From an optimization exercise on the open Yosys and OpenROAD flow, aimed at small area; shortcuts taken in it are not production practice.
Where RTL was checked, it was by simulation tests only, not by an equivalence proof against the original.

==> inputs of run F <==
## fir_tap_top
module fir_tap_top (
    input  wire         clk_i,
    input  wire         rst_i,
    input  fir_tap_pkg::tap_sample_t sample_i,
    input  fir_tap_pkg::coeff_ctrl_t coeff_ctrl_i,
    input  fir_tap_pkg::acc_t        c_i,
    input  fir_tap_pkg::acc_t        pcin_i,
    output fir_tap_pkg::acc_t        p_o
);
==> module fir_tap_booth_enc, before the edit <==
module fir_tap_booth_enc (
    input  wire [17:0] w_i,
    output wire [8:0]  one_o,
    output wire [8:0]  two_o,
    output wire [8:0]  neg_o
);
    wire [18:0] wb = {w_i, 1'b0};
    genvar j;
    generate
        for (j = 0; j < 9; j++) begin : g_digit
            assign one_o[j] = wb[2*j+1] ^ wb[2*j];
            assign two_o[j] = (wb[2*j+2] & ~wb[2*j+1] & ~wb[2*j]) | (~wb[2*j+2] & wb[2*j+1] & wb[2*j]);
            assign neg_o[j] = wb[2*j+2];
        end
    endgenerate
endmodule
==> module fir_tap_post_adder, before the edit <==
module fir_tap_post_adder (
    input  wire      clk_i,
    input  wire      rst_i,
    input  fir_tap_pkg::acc_t     mac_i,
    input  fir_tap_pkg::acc_t     pcin_i,
    output fir_tap_pkg::acc_t     p_o
);
    fir_tap_pkg::acc_t mac_q;
    logic [2:0]        valid_q;
    always_ff @(posedge clk_i) begin
        mac_q <= mac_i;
    end
    always_ff @(posedge clk_i) begin
        if (rst_i) begin
            valid_q <= '0;
        end else begin
            valid_q <= {valid_q[1:0], 1'b1};
        end
    end
    fir_tap_pkg::acc_t mac_masked;
    fir_tap_pkg::acc_t sum;
    fir_tap_pkg::acc_t p_q;
    assign mac_masked = valid_q[2] ? mac_q : '0;
    fir_tap_add48 i_add (
        .a (mac_masked),
        .b (pcin_i),
        .s (sum)
    );
    always_ff @(posedge clk_i) begin
        if (rst_i) begin
            p_q <= '0;
        end else begin
            p_q <= sum;
        end
    end
    assign p_o = p_q;
endmodule
Settings: LEC_CHECK=0, CAP_MARGIN=20, CORE_MARGIN=2, CORE_UTILIZATION=40, SLEW_MARGIN=20; clock period 7.0 ns.
standard.sh (not shown) runs the stock make flow with config.mk's settings and CLKGATE_MAP_FILE= SYNTH_SCRIPT=/design/flow/synth_recipe.tcl, a recipe that flattens the netlist after the stock synthesis.
==> flow/flow/run.sh <==
#!/bin/bash
# Own layout flow: the standard ORFS flow, with
#  - synthesis mapped by ABC for area (flow/abc.script) instead of ORFS's delay script;
#    everything else in synthesis, and so every register, is as in the standard synthesis
#  - port buffers of the smallest buffer cell, and no dummy clock-tree loads.
# Each step's full output is in orfs/logs/; make's own output in flow_*.log here.
set -euo pipefail
W=$(pwd)
F=$W/flow
export MY_ABC_SCRIPT=$F/abc.script
SYNTH="SYNTH_SCRIPT=$F/synth.tcl"
KNOBS=(ABC_AREA=1 ABC_CLOCK_PERIOD_IN_PS=7000
       "BUFFER_PORTS_ARGS=-buffer_cell sky130_fd_sc_hd__buf_1"
       "CTS_ARGS=-sink_clustering_enable -repair_clock_nets -dont_use_dummy_load")
if [[ -f $F/knobs.sh ]]; then source $F/knobs.sh; fi
make -C "$FLOW_HOME" DESIGN_CONFIG="$W/config.mk" WORK_HOME="$W/orfs" CLKGATE_MAP_FILE= \
  "$SYNTH" "${KNOBS[@]}" synth > "$W/flow_synth.log" 2>&1
make -C "$FLOW_HOME" DESIGN_CONFIG="$W/config.mk" WORK_HOME="$W/orfs" CLKGATE_MAP_FILE= \
  "$SYNTH" "${KNOBS[@]}" finish > "$W/flow_finish.log" 2>&1
R=$W/orfs/results/$FLOW_PLATFORM/fir_tap_top/base
: # left out here: write the final layout as DEF
==> flow/flow/abc.script <==
strash; dch; map -a; topo; stime -c
==> flow/flow/knobs.sh <==
KNOBS=(ABC_AREA=1 ABC_CLOCK_PERIOD_IN_PS=7000
       "BUFFER_PORTS_ARGS=-buffer_cell sky130_fd_sc_hd__buf_1"
       "CTS_ARGS=-sink_clustering_enable -repair_clock_nets -dont_use_dummy_load -sink_clustering_size 16 -sink_clustering_max_diameter 60 -buf_list {sky130_fd_sc_hd__clkbuf_8}"
       GPL_TIMING_DRIVEN=0)
==> flow/flow/synth.tcl <==
proc synth {args} { yosys synth -nofsm -noshare -noabc {*}$args }
proc abc {args} {
  set i [lsearch -exact $args -script]
  if {$i >= 0 && [info exists ::env(MY_ABC_SCRIPT)]} {
    set args [lreplace $args [expr {$i + 1}] [expr {$i + 1}] $::env(MY_ABC_SCRIPT)]
  }
  yosys abc {*}$args
}
source $::env(SCRIPTS_DIR)/synth.tcl
# left out here: clear keep_hierarchy, flatten, clean up, hide names made inside functions, write 1_2_yosys.v
==> run A (differences from run F) <==
--- a/flow/design.v
+++ b/flow/design.v
@@ -44,69 +44,65 @@
             if (coeff_ctrl_i.update) begin
                 coeff_work_q <= coeff_load_q;
             end
         end
     end
     fir_tap_pkg::preadd_t preadd_q;
-    logic [8:0] one, two, neg;
-    logic [8:0] one_s1_q, two_s1_q, neg_s1_q;
-    fir_tap_booth_enc i_booth_enc (
-        .w_i   (coeff_work_q),
-        .one_o (one),
-        .two_o (two),
-        .neg_o (neg)
-    );
+    fir_tap_pkg::coeff_t  coeff_s1_q;
     fir_tap_pkg::preadd_t preadd_sum;
     fir_tap_add27 i_preadd (
         .a (fir_tap_pkg::preadd_t'(sample_i.d)),
         .b (fir_tap_pkg::preadd_t'(sample_i.a)),
         .s (preadd_sum)
     );
     always_ff @(posedge clk_i) begin
         preadd_q   <= preadd_sum;
-        one_s1_q   <= one;
-        two_s1_q   <= two;
-        neg_s1_q   <= neg;
+        coeff_s1_q <= coeff_work_q;
     end
     fir_tap_pkg::acc_t mac;
     fir_tap_pkg::acc_t mac_q;
     fir_tap_mac i_mac (
-        .da_i  (preadd_q),
-        .one_i (one_s1_q),
-        .two_i (two_s1_q),
-        .neg_i (neg_s1_q),
-        .c_i   (c_aligned_i),
-        .x_o   (mac)
+        .da_i (preadd_q),
+        .w_i  (coeff_s1_q),
+        .c_i  (c_aligned_i),
+        .x_o  (mac)
     );
     always_ff @(posedge clk_i) begin
         mac_q <= mac;
     end
     assign mac_o = mac_q;
 endmodule
 `default_nettype wire
 `default_nettype none
 module fir_tap_mac (
     input  wire [26:0] da_i,
-    input  wire [8:0]  one_i,    
-    input  wire [8:0]  two_i,    
-    input  wire [8:0]  neg_i,    
+    input  wire [17:0] w_i,
     input  wire [47:0] c_i,
     output wire [47:0] x_o
 );
     wire [27:0] x  = {da_i[26], da_i};
     wire [28:0] x1 = {x, 1'b0};
-    wire [8:0] one = one_i, two = two_i, neg = neg_i;
+    wire [18:0] wb = {w_i, 1'b0};
+    wire [8:0] one, two, neg;
     wire [27:0] pp0;
     wire [27:0] pp1;
     wire [27:0] pp2;
     wire [27:0] pp3;
     wire [27:0] pp4;
     wire [27:0] pp5;
     wire [27:0] pp6;
     wire [27:0] pp7;
     wire [27:0] pp8;
+    genvar j;
+    generate
+        for (j = 0; j < 9; j++) begin : g_booth
+            assign one[j] = wb[2*j+1] ^ wb[2*j];
+            assign two[j] = (wb[2*j+2] & ~wb[2*j+1] & ~wb[2*j]) | (~wb[2*j+2] & wb[2*j+1] & wb[2*j]);
+            assign neg[j] = wb[2*j+2];
+        end
+    endgenerate
     assign pp0 = (({28{one[0]}} & x) | ({28{two[0]}} & x1[27:0])) ^ {28{neg[0]}};
     assign pp1 = (({28{one[1]}} & x) | ({28{two[1]}} & x1[27:0])) ^ {28{neg[1]}};
     assign pp2 = (({28{one[2]}} & x) | ({28{two[2]}} & x1[27:0])) ^ {28{neg[2]}};
     assign pp3 = (({28{one[3]}} & x) | ({28{two[3]}} & x1[27:0])) ^ {28{neg[3]}};
     assign pp4 = (({28{one[4]}} & x) | ({28{two[4]}} & x1[27:0])) ^ {28{neg[4]}};
     assign pp5 = (({28{one[5]}} & x) | ({28{two[5]}} & x1[27:0])) ^ {28{neg[5]}};
@@ -643,28 +639,12 @@
     assign t527 = c_i[47] ^ 1'b1;
     assign t528 = c_i[47] & 1'b1;
     wire [47:0] row_a = {t527, t525, t523, t521, t519, t517, t515, t513, t511, t509, t507, t505, t503, t501, t499, t497, t495, t493, t491, t489, t487, t485, t483, t481, t479, t477, t475, t473, t471, t469, t467, t465, t463, t461, t459, t457, t455, t453, t451, t449, t447, t445, t443, t441, t439, t437, t435, t433};
     wire [47:0] row_b = {t526, t524, t522, t520, t518, t516, t514, t512, t510, t508, t506, t504, t502, t500, t498, t496, t494, t492, t490, t488, t486, t484, t482, t480, t478, t476, t474, t472, t470, t468, t466, t464, t462, t460, t458, t456, t454, t452, t450, t448, t446, t444, t442, t440, t438, t436, t434, neg[0]};
     fir_tap_cpa48 i_cpa (.a(row_a), .b(row_b), .s(x_o));
 endmodule
-module fir_tap_booth_enc (
-    input  wire [17:0] w_i,
-    output wire [8:0]  one_o,
-    output wire [8:0]  two_o,
-    output wire [8:0]  neg_o
-);
-    wire [18:0] wb = {w_i, 1'b0};
-    genvar j;
-    generate
-        for (j = 0; j < 9; j++) begin : g_digit
-            assign one_o[j] = wb[2*j+1] ^ wb[2*j];
-            assign two_o[j] = (wb[2*j+2] & ~wb[2*j+1] & ~wb[2*j]) | (~wb[2*j+2] & wb[2*j+1] & wb[2*j]);
-            assign neg_o[j] = wb[2*j+2];
-        end
-    endgenerate
-endmodule
 module fir_tap_cpa48 (input wire [47:0] a, input wire [47:0] b, output wire [47:0] s);
     wire [47:0] p = a ^ b;
     wire [47:0] g = a & b;
     wire [48:0] c;
     assign c[0] = 1'b0;
     wire [11:0] gg, gp;
==> flow/flow/knobs.sh (replaced) <==
KNOBS=(ABC_AREA=1 ABC_CLOCK_PERIOD_IN_PS=7000
       "BUFFER_PORTS_ARGS=-buffer_cell sky130_fd_sc_hd__buf_1"
       "CTS_ARGS=-sink_clustering_enable -repair_clock_nets -dont_use_dummy_load -buf_list {sky130_fd_sc_hd__clkbuf_4 sky130_fd_sc_hd__clkbuf_8}"
       GPL_TIMING_DRIVEN=0)
==> run B (differences from run F) <==
--- a/flow/design.v
+++ b/flow/design.v
@@ -44,69 +44,65 @@
             if (coeff_ctrl_i.update) begin
                 coeff_work_q <= coeff_load_q;
             end
         end
     end
     fir_tap_pkg::preadd_t preadd_q;
-    logic [8:0] one, two, neg;
-    logic [8:0] one_s1_q, two_s1_q, neg_s1_q;
-    fir_tap_booth_enc i_booth_enc (
-        .w_i   (coeff_work_q),
-        .one_o (one),
-        .two_o (two),
-        .neg_o (neg)
-    );
+    fir_tap_pkg::coeff_t  coeff_s1_q;
     fir_tap_pkg::preadd_t preadd_sum;
     fir_tap_add27 i_preadd (
         .a (fir_tap_pkg::preadd_t'(sample_i.d)),
         .b (fir_tap_pkg::preadd_t'(sample_i.a)),
         .s (preadd_sum)
     );
     always_ff @(posedge clk_i) begin
         preadd_q   <= preadd_sum;
-        one_s1_q   <= one;
-        two_s1_q   <= two;
-        neg_s1_q   <= neg;
+        coeff_s1_q <= coeff_work_q;
     end
     fir_tap_pkg::acc_t mac;
     fir_tap_pkg::acc_t mac_q;
     fir_tap_mac i_mac (
-        .da_i  (preadd_q),
-        .one_i (one_s1_q),
-        .two_i (two_s1_q),
-        .neg_i (neg_s1_q),
-        .c_i   (c_aligned_i),
-        .x_o   (mac)
+        .da_i (preadd_q),
+        .w_i  (coeff_s1_q),
+        .c_i  (c_aligned_i),
+        .x_o  (mac)
     );
     always_ff @(posedge clk_i) begin
         mac_q <= mac;
     end
     assign mac_o = mac_q;
 endmodule
 `default_nettype wire
 `default_nettype none
 module fir_tap_mac (
     input  wire [26:0] da_i,
-    input  wire [8:0]  one_i,    
-    input  wire [8:0]  two_i,    
-    input  wire [8:0]  neg_i,    
+    input  wire [17:0] w_i,
     input  wire [47:0] c_i,
     output wire [47:0] x_o
 );
     wire [27:0] x  = {da_i[26], da_i};
     wire [28:0] x1 = {x, 1'b0};
-    wire [8:0] one = one_i, two = two_i, neg = neg_i;
+    wire [18:0] wb = {w_i, 1'b0};
+    wire [8:0] one, two, neg;
     wire [27:0] pp0;
     wire [27:0] pp1;
     wire [27:0] pp2;
     wire [27:0] pp3;
     wire [27:0] pp4;
     wire [27:0] pp5;
     wire [27:0] pp6;
     wire [27:0] pp7;
     wire [27:0] pp8;
+    genvar j;
+    generate
+        for (j = 0; j < 9; j++) begin : g_booth
+            assign one[j] = wb[2*j+1] ^ wb[2*j];
+            assign two[j] = (wb[2*j+2] & ~wb[2*j+1] & ~wb[2*j]) | (~wb[2*j+2] & wb[2*j+1] & wb[2*j]);
+            assign neg[j] = wb[2*j+2];
+        end
+    endgenerate
     assign pp0 = (({28{one[0]}} & x) | ({28{two[0]}} & x1[27:0])) ^ {28{neg[0]}};
     assign pp1 = (({28{one[1]}} & x) | ({28{two[1]}} & x1[27:0])) ^ {28{neg[1]}};
     assign pp2 = (({28{one[2]}} & x) | ({28{two[2]}} & x1[27:0])) ^ {28{neg[2]}};
     assign pp3 = (({28{one[3]}} & x) | ({28{two[3]}} & x1[27:0])) ^ {28{neg[3]}};
     assign pp4 = (({28{one[4]}} & x) | ({28{two[4]}} & x1[27:0])) ^ {28{neg[4]}};
     assign pp5 = (({28{one[5]}} & x) | ({28{two[5]}} & x1[27:0])) ^ {28{neg[5]}};
@@ -643,28 +639,12 @@
     assign t527 = c_i[47] ^ 1'b1;
     assign t528 = c_i[47] & 1'b1;
     wire [47:0] row_a = {t527, t525, t523, t521, t519, t517, t515, t513, t511, t509, t507, t505, t503, t501, t499, t497, t495, t493, t491, t489, t487, t485, t483, t481, t479, t477, t475, t473, t471, t469, t467, t465, t463, t461, t459, t457, t455, t453, t451, t449, t447, t445, t443, t441, t439, t437, t435, t433};
     wire [47:0] row_b = {t526, t524, t522, t520, t518, t516, t514, t512, t510, t508, t506, t504, t502, t500, t498, t496, t494, t492, t490, t488, t486, t484, t482, t480, t478, t476, t474, t472, t470, t468, t466, t464, t462, t460, t458, t456, t454, t452, t450, t448, t446, t444, t442, t440, t438, t436, t434, neg[0]};
     fir_tap_cpa48 i_cpa (.a(row_a), .b(row_b), .s(x_o));
 endmodule
-module fir_tap_booth_enc (
-    input  wire [17:0] w_i,
-    output wire [8:0]  one_o,
-    output wire [8:0]  two_o,
-    output wire [8:0]  neg_o
-);
-    wire [18:0] wb = {w_i, 1'b0};
-    genvar j;
-    generate
-        for (j = 0; j < 9; j++) begin : g_digit
-            assign one_o[j] = wb[2*j+1] ^ wb[2*j];
-            assign two_o[j] = (wb[2*j+2] & ~wb[2*j+1] & ~wb[2*j]) | (~wb[2*j+2] & wb[2*j+1] & wb[2*j]);
-            assign neg_o[j] = wb[2*j+2];
-        end
-    endgenerate
-endmodule
 module fir_tap_cpa48 (input wire [47:0] a, input wire [47:0] b, output wire [47:0] s);
     wire [47:0] p = a ^ b;
     wire [47:0] g = a & b;
     wire [48:0] c;
     assign c[0] = 1'b0;
     wire [11:0] gg, gp;
==> flow/flow/abc.script (replaced) <==
strash; dch -f; amap; topo; stime -c
==> flow/flow/knobs.sh (replaced) <==
KNOBS=(ABC_AREA=1 ABC_CLOCK_PERIOD_IN_PS=7000
       "BUFFER_PORTS_ARGS=-buffer_cell sky130_fd_sc_hd__buf_1"
       "CTS_ARGS=-sink_clustering_enable -repair_clock_nets -dont_use_dummy_load -buf_list {sky130_fd_sc_hd__clkbuf_4 sky130_fd_sc_hd__clkbuf_8}"
       GPL_TIMING_DRIVEN=0)
==> run D (differences from run F) <==
--- a/flow/design.v
+++ b/flow/design.v
@@ -654,13 +654,13 @@
 );
     wire [18:0] wb = {w_i, 1'b0};
     genvar j;
     generate
         for (j = 0; j < 9; j++) begin : g_digit
             assign one_o[j] = wb[2*j+1] ^ wb[2*j];
-            assign two_o[j] = (wb[2*j+2] & ~wb[2*j+1] & ~wb[2*j]) | (~wb[2*j+2] & wb[2*j+1] & wb[2*j]);
+            assign two_o[j] = (wb[2*j+2] ^ wb[2*j+1]) & ~(wb[2*j+1] ^ wb[2*j]);
             assign neg_o[j] = wb[2*j+2];
         end
     endgenerate
 endmodule
 module fir_tap_cpa48 (input wire [47:0] a, input wire [47:0] b, output wire [47:0] s);
     wire [47:0] p = a ^ b;
@@ -959,30 +959,32 @@
     input  wire      clk_i,
     input  wire      rst_i,
     input  fir_tap_pkg::acc_t     mac_i,
     input  fir_tap_pkg::acc_t     pcin_i,
     output fir_tap_pkg::acc_t     p_o
 );
+    logic [1:0]        valid_q;
     fir_tap_pkg::acc_t mac_q;
-    logic [2:0]        valid_q;
-    always_ff @(posedge clk_i) begin
-        mac_q <= mac_i;
-    end
     always_ff @(posedge clk_i) begin
         if (rst_i) begin
             valid_q <= '0;
         end else begin
-            valid_q <= {valid_q[1:0], 1'b1};
+            valid_q <= {valid_q[0], 1'b1};
+        end
+    end
+    always_ff @(posedge clk_i) begin
+        if (rst_i || !valid_q[1]) begin
+            mac_q <= '0;
+        end else begin
+            mac_q <= mac_i;
         end
     end
-    fir_tap_pkg::acc_t mac_masked;
     fir_tap_pkg::acc_t sum;
     fir_tap_pkg::acc_t p_q;
-    assign mac_masked = valid_q[2] ? mac_q : '0;
     fir_tap_add48 i_add (
-        .a (mac_masked),
+        .a (mac_q),
         .b (pcin_i),
         .s (sum)
     );
     always_ff @(posedge clk_i) begin
         if (rst_i) begin
             p_q <= '0;
==> flow/flow/knobs.sh (replaced) <==
KNOBS=(ABC_AREA=1 ABC_CLOCK_PERIOD_IN_PS=7000
       "BUFFER_PORTS_ARGS=-buffer_cell sky130_fd_sc_hd__buf_1"
       "CTS_ARGS=-sink_clustering_enable -repair_clock_nets -dont_use_dummy_load -sink_clustering_size 20 -sink_clustering_max_diameter 50 -buf_list {sky130_fd_sc_hd__clkbuf_8}"
       GPL_TIMING_DRIVEN=0)
KNOBS+=(CAP_MARGIN=5 SLEW_MARGIN=5)
==> summary of the runs <==
- Run A finished clean. Run F produced a clean layout. Run D finished clean. Run B finished but failed the layout checks on setup timing.
- The highest synthesized cell count belongs to run B, the lowest to run A.
- Against run B, the cell count of run A is lower by 4.9%.
- Against run B, the first-iteration DRC count of run D is smaller by 25%.
- In run D the via count is smaller than in run B, by about 11%.
- In run A the hold slack is worse than in run B, by 0.028 ns.
- Between run B and run F, the lower flip-flop and latch count is in run B (gap 9).
Only the layout flow was run in run D; the RTL was not checked for function there.

==> re-timing with driven ports <==
The flow's constraints put no driver on any port. The routed layouts listed below were extracted and timed again, unchanged, in two steps.
Step 1, drivers: a clkbuf_16 drives clk_i and a buf_2 each remaining input, both assumed.
Step 2 also shifts input and output timing later by t, the mid clock arrival at the registers, as if the neighbouring blocks saw the same clock.
Three values: ideal, step 1, step 2; two values: the first two.
run | shift t [ns] | setup slack, ns | worst setup path after step 2 | latest minus earliest clock arrival (ns) | worst data-port slew with drivers (ns)
run F | 0.668 | 0.271 / 0.271 / -0.145 | input to register | 0.075 / 0.075 | 0.07
run A | 0.627 | 0.179 / 0.179 / -0.200 | input to register | 0.064 / 0.063 | 0.06
run B | 0.658 | -0.360 / -0.360 / -0.586 | input to register | 0.114 / 0.114 | 0.08
run D | 0.623 | 0.210 / 0.210 / -0.035 | input to register | 0.077 / 0.077 | 0.08
Met with ideal ports but missed after step 2: setup timing in run F, run A and run D. For run F, which loses most, drivers alone change the setup slack by 0.000 ns; drivers and shift together by -0.416 ns.
